Background: an optimization exercise with open tools, aiming at a short achievable clock period and few clock cycles per item. Do not read the settings as production practice.
Only simulation tests tie the RTL to the original design; equivalence was not proved.

==> flow/design.v (excerpt) <==
module coreTop
(
	input logic clk,
	input logic rst,
	input logic instrStrobe,
	input logic [31:0] instr,
	output logic busy,
	output logic halted,
	output logic wbStrobe,
	output logic [4:0] wbAddr,
	output logic [31:0] wbData
);
==> flow/config.mk <==
export PLATFORM = sky130hd
export DESIGN_NAME = coreTop
export DESIGN_NICKNAME = coreTop
export VERILOG_FILES = /design/flow/design.v
export SDC_FILE = /design/flow/constraint.sdc
export NUM_CORES = 4
export LEC_CHECK = 0
export CAP_MARGIN = 20
export CORE_MARGIN = 2
export CORE_UTILIZATION = 27
export SETUP_SLACK_MARGIN = 2.8
export SLEW_MARGIN = 20
==> flow/constraint.sdc <==
create_clock -name core_clock -period 5.0 [get_ports {clk}]
set_input_delay 1.0000 -clock core_clock [delete_from_list [all_inputs] [get_ports {clk}]]
set_output_delay 1.0000 -clock core_clock [all_outputs]
set_load 0.01 [all_outputs]
standard.sh (not shown) runs the stock make flow with config.mk's settings and CLKGATE_MAP_FILE= SYNTH_SCRIPT=/design/flow/synth_recipe.tcl, a recipe that flattens the netlist after the stock synthesis.
==> flow/flow/run.sh <==
#!/bin/bash
# Standard layout (the standard.sh), with two synthesis changes that only
# affect how combinational logic is mapped:
#  - no full/half-adder cell extraction (ADDER_MAP_FILE empty), so ABC maps
#    the ALU's carry logic;
#  - ABC runs a delay-driven "dch; map -D" script (flow/abc_speed_map.script)
#    instead of ORFS's abc_speed.script.
# The synthesis script is synth_recipe.tcl with its ORFS synth.tcl replaced by
# a copy that only swaps the ABC script; registers are mapped as in the
# standard synthesis.
set -euo pipefail
HERE=$(pwd)
mkdir -p "$HERE/synth_custom"
sed 's#^source \$::env(SCRIPTS_DIR)/synth_preamble.tcl$#&\nset abc_args [lreplace $abc_args 1 1 $::env(FLOW_ABC_SCRIPT)]\nputs "custom ABC script: $::env(FLOW_ABC_SCRIPT)"#' \
	"$FLOW_HOME/scripts/synth.tcl" > "$HERE/synth_custom/synth.tcl"
grep -q 'custom ABC script' "$HERE/synth_custom/synth.tcl"
sed "s#source \$::env(SCRIPTS_DIR)/synth.tcl#source $HERE/synth_custom/synth.tcl#" \
	"$HERE/synth_recipe.tcl" > "$HERE/synth_custom/synth_recipe.tcl"
grep -q "synth_custom/synth.tcl" "$HERE/synth_custom/synth_recipe.tcl"
export FLOW_ABC_SCRIPT="$HERE/flow/abc_speed_map.script"
bash standard.sh SYNTH_SCRIPT="$HERE/synth_custom/synth_recipe.tcl" ADDER_MAP_FILE= finish > "$HERE/flow_standard.log" 2>&1
==> flow/flow/abc_speed_map.script <==
strash
dch -f
map -D 1200
topo
buffer -c
upsize -c
dnsize -c
Testbench counts at the start, summed over its fixed seeds: cycles 12,088, items 12,000.
Rerun with:
--- a/flow/design.v
+++ b/flow/design.v
@@ -193,27 +193,25 @@
 	logic hSlt;
 	logic hArith;
 	logic [15:0] hA;
 	logic [15:0] hBx;
 	logic hFwdA;
 	logic hFwdB;
 	logic hSelBP;           
 	logic hSelBN;           
 	logic hCarry;
 	logic [15:0] lRes;      
 	logic [15:0] lResN;     
-	logic [15:0] lResR;     
 	logic wValid;
 	logic [31:0] wData;
 	logic [15:0] wDataNH;   
-	logic [31:0] wDataR;    
 	logic [4:0] nRs;
 	logic [4:0] nRt;
 	logic nImm;
 	logic nA1;
 	logic nA2;
 	logic nA3;
 	logic nB1;
 	logic nB2;
 	logic nB3;
 	assign nRs = fStall ? rs : instr[25:21];
 	assign nRt = fStall ? rt : instr[20:16];
@@ -288,24 +286,24 @@
 		fFwdB2 <= nB2;
 		fSltA2 <= nA2 && lSltLate;
 		fSltB2 <= nB2 && lSltLate;
 	end
 	logic [31:0] regs [1:31];
 	logic [31:0] immVal;
 	logic [31:0] rdA;
 	logic [31:0] rdB;
 	assign immVal = {((!fInstr[28] && fInstr[15]) ? 16'hFFFF : 16'h0000), fInstr[15:0]};
 	always_comb
 	begin
-		rdA = ({32{fSelAW}} & wDataR) | {16'd0, {16{fSelAL}} & lResR};
-		rdB = ({32{fSelBW}} & wDataR) | {16'd0, {16{fSelBL}} & lResR} |
+		rdA = ({32{fSelAW}} & wData) | {16'd0, {16{fSelAL}} & lRes};
+		rdB = ({32{fSelBW}} & wData) | {16'd0, {16{fSelBL}} & lRes} |
 			({32{fSelBImm}} & immVal);
 		for (int k = 1; k < 32; k++)
 		begin
 			rdA = rdA | ({32{fSelA[k]}} & regs[k]);
 			rdB = rdB | ({32{fSelB[k]}} & regs[k]);
 		end
 	end
 	always_ff @(posedge clk or negedge rst)
 	begin
 		if (!rst)
 		begin
@@ -345,28 +343,28 @@
 		lSelBN <= fFwdB1 && dSub;
 	end
 	logic [15:0] aL;
 	logic [15:0] bxL;
 	logic [15:0] resL;
 	logic coutL;
 	logic unusedL;
 	logic [15:0] bL;        
 	logic [15:0] aHiL;      
 	logic [15:0] bHiL;
 	logic ltL;              
-	assign aL = lFwdA1 ? lRes : (lA[15:0] | {15'd0, lSltA2 && wDataR[0]});
-	assign bL = lB[15:0] | {15'd0, lSltB2 && wDataR[0]};
+	assign aL = lFwdA1 ? lRes : (lA[15:0] | {15'd0, lSltA2 && wData[0]});
+	assign bL = lB[15:0] | {15'd0, lSltB2 && wData[0]};
 	assign bxL = ({16{lSelBP}} & lRes) | ({16{lSelBN}} & lResN) |
 		({16{!lFwdB1}} & (bL ^ {16{lSub}}));
-	assign aHiL = lFwdA2 ? wDataR[31:16] : lA[31:16];
-	assign bHiL = lFwdB2 ? wDataR[31:16] : lB[31:16];
+	assign aHiL = lFwdA2 ? wData[31:16] : lA[31:16];
+	assign bHiL = lFwdB2 ? wData[31:16] : lB[31:16];
 	assign ltL = $signed({aHiL, aL}) < $signed({bHiL, bL});
 	aluSlice sliceL (
 		.a(aL),
 		.bx(bxL),
 		.cin(lSub),
 		.arith(lArith),
 		.andOp(lAnd),
 		.orOp(lOr),
 		.res(resL),
 		.cout(coutL),
 		.sumMsb(unusedL)
@@ -379,23 +377,22 @@
 		hOr <= lOr;
 		hSlt <= lSlt;
 		hArith <= lArith;
 		hA <= aHiL;
 		hBx <= bHiL ^ {16{lSub}};
 		hFwdA <= lFwdA1;
 		hFwdB <= lFwdB1;
 		hSelBP <= lSelBP;
 		hSelBN <= lSelBN;
 		hCarry <= coutL;
 		lRes <= resL | {15'd0, lSlt && !lSltLate && ltL};
-		lResR <= lValid ? (resL | {15'd0, lSlt && !lSltLate && ltL}) : 16'd0;
 		lResN <= ~(resL | {15'd0, lSlt && !lSltLate && ltL});
 	end
 	logic [15:0] aH;
 	logic [15:0] bxH;
 	logic [15:0] resH;
 	logic sumH15;
 	logic unusedH;
 	logic lt;
 	logic [31:0] resFull;
 	assign aH = hFwdA ? wData[31:16] : hA;
 	assign bxH = ({16{hSelBP}} & wData[31:16]) | ({16{hSelBN}} & wDataNH) |
@@ -404,48 +401,47 @@
 		.a(aH),
 		.bx(bxH),
 		.cin(hCarry),
 		.arith(hArith),
 		.andOp(hAnd),
 		.orOp(hOr),
 		.res(resH),
 		.cout(unusedH),
 		.sumMsb(sumH15)
 	);
 	assign lt = (aH[15] == bxH[15]) ? aH[15] : sumH15;
-	assign resFull = {resH, hSlt ? {15'd0, lt} : lResR};
+	assign resFull = {resH, hSlt ? {15'd0, lt} : lRes};
 	logic [31:1] wSel;
 	logic [4:0] wDest;
 	logic outValid;
 	logic [4:0] outAddr;
 	logic [31:0] outData;
 	always_ff @(posedge clk)
 	begin
 		wData <= resFull;
-		wDataR <= hValid ? resFull : 32'd0;
 		wDataNH <= ~resH;
 		for (int k = 1; k < 32; k++)
 			wSel[k] <= hWr && (hDest == 5'(k));
 		wDest <= hDest;
 		outValid <= wValid;
 		outAddr <= wValid ? wDest : 5'd0;
-		outData <= wValid ? wDataR : 32'd0;
+		outData <= wValid ? wData : 32'd0;
 	end
 	always_ff @(posedge clk or negedge rst)
 	begin
 		if (!rst)
 		begin
 			for (int i = 1; i < 32; i++)
 				regs[i] <= 32'd0;
 		end
 		else
 		begin
 			for (int i = 1; i < 32; i++)
 				if (wSel[i])
-					regs[i] <= wDataR;
+					regs[i] <= wData;
 		end
 	end
 	assign wbStrobe = outValid;
 	assign wbAddr = outAddr;
 	assign wbData = outData;
 endmodule
 `default_nettype wire
Effect:
- final area went down by 4.0%
- die area went down by 1.5%
- global-route usage went up by 0.64 points
- clock skew went up by 0.033 ns
- utilization went down by 1.0 points
- critical path depth went up by 1
Testbench counts after the change, summed over its fixed seeds: cycles 12,088, items 12,000.

-- separate check: timing with driven ports --
No port has a modelled driver above. Below, the same layouts with a new extraction and two added sets of constraints.
Step 1 (the two cells are an assumption about what drives the block):
set clk [get_ports {clk}]
set_driving_cell -lib_cell sky130_fd_sc_hd__clkbuf_16 $clk
set_driving_cell -lib_cell sky130_fd_sc_hd__buf_2 [delete_from_list [all_inputs] $clk]
Step 2 moves the port delays by t, midway between the first and last clock arrival at a register: inputs arrive t later, outputs are due t later. That takes back most of the time a late clock gives input paths.
Slacks: ideal ports / drivers / drivers and shift; pairs: ideal ports / drivers.
run	t (ns)	slack for setup (ns)	worst setup path at the end	latest minus earliest clock arrival (ns)	worst data-port slew with drivers (ns)
the first run	0.943	2.502 / 2.502 / 1.940	input to register	0.040 / 0.040	0.08
the second run	0.939	2.604 / 2.582 / 2.017	input to register	0.074 / 0.074	0.08
After both steps every run listed still meets setup and hold. The setup slack of the second run, which loses most, moves by -0.022 ns with the drivers and by -0.587 ns with both steps.
